This is an optimization exercise on Yosys and OpenROAD, whose aim is small area and a short achievable clock period, not a production implementation. Only simulation tests tie the RTL to the original design; equivalence was not proved. No driver is modelled on the clock port, so clock power and skew are understated where the tree is cut down; a real chip needs a root buffer or a tree. Power is estimated from default activity; no workload was simulated.

// adc_capture_top
module adc_capture_top
(
   input  logic        user_clk_out,
   input  logic        sys_rst_n,
   input  logic        adc_valid_i,
   input  adc_capture_pkg::adc_sample_t adc_i_i,
   input  adc_capture_pkg::adc_sample_t adc_q_i,
   input  logic        reg_wr_i,
   input  logic        reg_rd_i,
   input  adc_capture_pkg::reg_addr_t   reg_addr_i,
   input  adc_capture_pkg::reg_data_t   reg_wdata_i,
   output adc_capture_pkg::reg_data_t   reg_rdata_o,
   output logic        reg_rvalid_o,
   output logic        out_valid_o,
   output adc_capture_pkg::data_word_t  out_data_o,
   output logic        out_channel_o
);
   logic        ch0_enable, ch1_enable;
   adc_capture_pkg::divider_t    ch0_divider, ch1_divider;
   logic        ch0_count_clear, ch1_count_clear;
   logic        ch0_count_load, ch1_count_load;
   adc_capture_pkg::word_count_t ch0_word_count, ch1_word_count;
   logic        ch0_overflow, ch1_overflow;
   logic        ch0_pop, ch1_pop;
   logic        ch0_empty, ch1_empty;
   logic        ch0_full, ch1_full;
   logic        stream_enable;
   logic [27:0] ch0_head28, ch1_head28;
   capture_channel u_ch0 (
      .user_clk_out, .sys_rst_n,
      .enable_i      (ch0_enable),      .divider_i   (ch0_divider),
      .count_clear_i (ch0_count_clear), .adc_valid_i (adc_valid_i),
      .count_load_i  (ch0_count_load),  .count_load_value_i (reg_wdata_i),
      .adc_sample_i  (adc_i_i),         .pop_i       (ch0_pop),
      .head_o (ch0_head28),      .empty_o     (ch0_empty),
      .full_o        (ch0_full),
      .word_count_o  (ch0_word_count),  .overflow_o  (ch0_overflow)
   );
   capture_channel u_ch1 (
      .user_clk_out, .sys_rst_n,
  ...
Size in the first run: ~46,000 um^2 of cells after synthesis.
==> flow/config.mk <==
export PLATFORM = sky130hd
export DESIGN_NAME = adc_capture_top
export DESIGN_NICKNAME = adc_capture_top
export VERILOG_FILES = /design/flow/design.v
export SDC_FILE = /design/flow/constraint.sdc
export NUM_CORES = 4
export LEC_CHECK = 0
export CAP_MARGIN = 20
export CORE_MARGIN = 2
export CORE_UTILIZATION = 55
export SETUP_SLACK_MARGIN = 3.0
export SLEW_MARGIN = 20
==> flow/constraint.sdc <==
create_clock -name core_clock -period 5.0 [get_ports {user_clk_out}]
set_input_delay 1.0000 -clock core_clock [delete_from_list [all_inputs] [get_ports {user_clk_out}]]
set_output_delay 1.0000 -clock core_clock [all_outputs]
set_load 0.01 [all_outputs]
standard.sh (not shown) runs the stock make flow with config.mk's settings and CLKGATE_MAP_FILE= SYNTH_SCRIPT=/design/flow/synth_recipe.tcl, a recipe that flattens the netlist after the stock synthesis.
==> flow/flow/run.sh <==
#!/bin/bash
# Own layout flow: the standard flow (standard synthesis unchanged), with
# plain buffers on the ports instead of the delay cells buffer_ports picks,
# a clock tree with larger sink clusters and no dummy loads, and the clock
# port driving the tree's first branch buffers directly (post_cts.tcl).
set -euo pipefail
export BUFFER_PORTS_ARGS="-buffer_cell sky130_fd_sc_hd__buf_4"
export CTS_ARGS="-sink_clustering_enable -repair_clock_nets -sink_clustering_size 25 -sink_clustering_max_diameter 100 -dont_use_dummy_load"
export POST_CTS_TCL="$(pwd)/flow/post_cts.tcl"
bash standard.sh finish > standard.log 2>&1
==> flow/flow/post_cts.tcl <==
set root [get_cells -quiet clkbuf_0_user_clk_out]
if {[llength $root] == 1} {
  set loads [get_pins -of_objects [get_nets -of_objects [get_pins clkbuf_0_user_clk_out/X]] -filter "direction == input"]
  puts "root buffer loads: [llength $loads]"
  if {[llength $loads] <= 4} {
    remove_buffers $root
    estimate_parasitics -placement
    repair_timing_helper
    detailed_placement
    check_placement -verbose
  }
}
The baseline completed without violations.
Edit:
- CORE_UTILIZATION: 55 -> 40
- SETUP_SLACK_MARGIN: 3.0 -> 2.95
=> Wire length goes down by a few percent; design area is about the same; sequential power barely changes; total power goes down slightly; synthesized cell count does not change; die area goes up by well over a third; clock skew goes up by 0.061 ns; global-route usage goes down by 9.0 points; first-iteration DRC count goes down by roughly a tenth; sequential share of layout area is about the same.
Edit:
--- a/flow/flow/run.sh
+++ b/flow/flow/run.sh
@@ -5,5 +5,5 @@
 # port driving the tree's first branch buffers directly (post_cts.tcl).
 set -euo pipefail
-export BUFFER_PORTS_ARGS="-buffer_cell sky130_fd_sc_hd__buf_4"
+export BUFFER_PORTS_ARGS="-buffer_cell sky130_fd_sc_hd__buf_2"
 export CTS_ARGS="-sink_clustering_enable -repair_clock_nets -sink_clustering_size 25 -sink_clustering_max_diameter 100 -dont_use_dummy_load"
 export POST_CTS_TCL="$(pwd)/flow/post_cts.tcl"
- SETUP_SLACK_MARGIN: 2.95 -> 3.0
Design area grows by 1.1%.
Sequential power barely changes.
Via count stays flat.
Power goes down by 1.2%.
Utilization went up by 0.50 points.
Edit:
==> flow/flow/run.sh (replaced) <==
#!/bin/bash
# Own layout flow: the standard flow (standard synthesis unchanged), with
# plain buffers on the ports instead of the delay cells buffer_ports picks,
# a clock tree with larger sink clusters and no dummy loads, and the clock
# port driving the tree's first branch buffers directly (post_cts.tcl).
set -euo pipefail
export BUFFER_PORTS_ARGS="-buffer_cell sky130_fd_sc_hd__buf_4"
export CTS_ARGS="-sink_clustering_enable -repair_clock_nets -sink_clustering_size 30 -sink_clustering_max_diameter 100 -dont_use_dummy_load"
export POST_CTS_TCL="$(pwd)/flow/post_cts.tcl"
bash standard.sh finish > standard.log 2>&1
=>
- count of clock-buffer cells in the layout is lower by 6
- worst setup slack gets better by 0.034 ns
- total power is lower by about 0.4%
- critical path depth does not change
Edit:
--- a/flow/flow/run.sh
+++ b/flow/flow/run.sh
@@ -6,5 +6,5 @@
 set -euo pipefail
 export BUFFER_PORTS_ARGS="-buffer_cell sky130_fd_sc_hd__buf_4"
-export CTS_ARGS="-sink_clustering_enable -repair_clock_nets -sink_clustering_size 30 -sink_clustering_max_diameter 100 -dont_use_dummy_load"
+export CTS_ARGS="-sink_clustering_enable -repair_clock_nets -sink_clustering_size 25 -sink_clustering_max_diameter 100 -dont_use_dummy_load"
 export POST_CTS_TCL="$(pwd)/flow/post_cts.tcl"
 bash standard.sh finish > standard.log 2>&1
After rerunning: Wire length climbs slightly; setup slack improves by 0.013 ns; total power climbs slightly.

oak:
adc_capture_top, a different RTL version from the one above (not shown whole).
Size in the first run: about 5,100 cells after synthesis, roughly 140 I/O pins, about 45,000 µm² of cells after synthesis.
clock: 5.0 ns
lec_check: 0
cap_margin: 20
core_margin: 2
core_utilization: 40
setup_slack_margin: 2.6
slew_margin: 20
run.sh (not shown) runs the stock make flow with config.mk's settings and CLKGATE_MAP_FILE= SYNTH_SCRIPT=/design/flow/synth_recipe.tcl, a recipe that flattens the netlist after the stock synthesis.
Stock flow here: none of the scripts above is used.
oak completed; timing, DRC and antenna clean
Input-level comparison between pine and oak:
Settings: SETUP_SLACK_MARGIN changed from 2.6 to 2.9.
==> flow/flow/run.sh (new file) <==
#!/bin/bash
# Own layout flow: the standard flow (standard synthesis unchanged), with
# plain buffers on the ports instead of the delay cells buffer_ports picks,
# a clock tree with larger sink clusters and no dummy loads, and the clock
# port driving the tree's first branch buffers directly (post_cts.tcl).
set -euo pipefail
export BUFFER_PORTS_ARGS="-buffer_cell sky130_fd_sc_hd__buf_4"
export CTS_ARGS="-sink_clustering_enable -repair_clock_nets -sink_clustering_size 30 -sink_clustering_max_diameter 100 -dont_use_dummy_load"
export POST_CTS_TCL="$(pwd)/flow/post_cts.tcl"
bash standard.sh finish > standard.log 2>&1
==> flow/flow/post_cts.tcl (new file) <==
set root [get_cells -quiet clkbuf_0_user_clk_out]
if {[llength $root] == 1} {
  set loads [get_pins -of_objects [get_nets -of_objects [get_pins clkbuf_0_user_clk_out/X]] -filter "direction == input"]
  puts "root buffer loads: [llength $loads]"
  if {[llength $loads] <= 4} {
    remove_buffers $root
    estimate_parasitics -placement
    repair_timing_helper
    detailed_placement
    check_placement -verbose
  }
}
==> flow/standard.sh (new file) <==
#!/bin/bash
# synth_recipe.tcl (not shown) runs the flow's synth.tcl, then flattens the netlist and writes it again
# the make line also repeats each setting of config.mk as NAME=value (left out here)
make -C /OpenROAD-flow-scripts/flow DESIGN_CONFIG=/design/flow/config.mk WORK_HOME=/design/flow/orfs CLKGATE_MAP_FILE= SYNTH_SCRIPT=/design/flow/synth_recipe.tcl "${@:-finish}"
removed: flow/run.sh
### Flow results
- As far as sequential element share of the synthesized area goes, pine and oak are indistinguishable; the numbers are identical.
- Share of synthesized flip-flops with an asynchronous set or reset of pine is on par with oak.
- Count of clock-buffer cells in the layout: higher on oak
- Setup slack of the worst register-to-register path: pine better than oak
- Comparing pine and oak, the higher critical path depth was measured on pine.
- Compared with oak, in pine flip-flop and latch share of the layout cell area rose 1.9 points; routed wire length now larger; clock power dropped 52%.

-- afterwards: timing with drivers on the ports --
No port has a modelled driver above. Below, the same layouts with a new extraction and two added sets of constraints. Step 1, drivers: a clkbuf_16 drives user_clk_out and a buf_2 each remaining input, both assumed. Step 2 moves the port delays by t, midway between the first and last clock arrival at a register: inputs arrive t later, outputs are due t later. That takes back most of the time a late clock gives input paths. Slacks: no drivers / after step 1 / after step 2; pairs: no drivers / after step 1.
| run | shift t [ns] | slack for setup (ns) | worst register clock-pin slew, ns |
|---|---|---|---|
| the first run of note 1 | 0.580 | 2.954 / 2.816 / 2.349 | 0.11 / 0.11 |
| the second run of note 1 | 0.575 | 2.968 / 2.840 / 2.486 | 0.11 / 0.11 |
| the third run of note 1 | 0.599 | 2.921 / 2.774 / 2.423 | 0.11 / 0.11 |
| the fourth run of note 1 | 0.557 | 2.955 / 2.816 / 2.384 | 0.12 / 0.12 |
| the fifth run of note 1 | 0.585 | 2.969 / 2.821 / 2.424 | 0.11 / 0.11 |
| oak | 0.766 | 2.635 / 2.565 / 2.029 | 0.07 / 0.07 |
| pine | 0.576 | 2.827 / 2.751 / 2.413 | 0.12 / 0.12 |
After both steps setup and hold are still met in every run listed. The setup slack of oak, which loses most, moves by -0.070 ns with the drivers and by -0.606 ns with both steps.
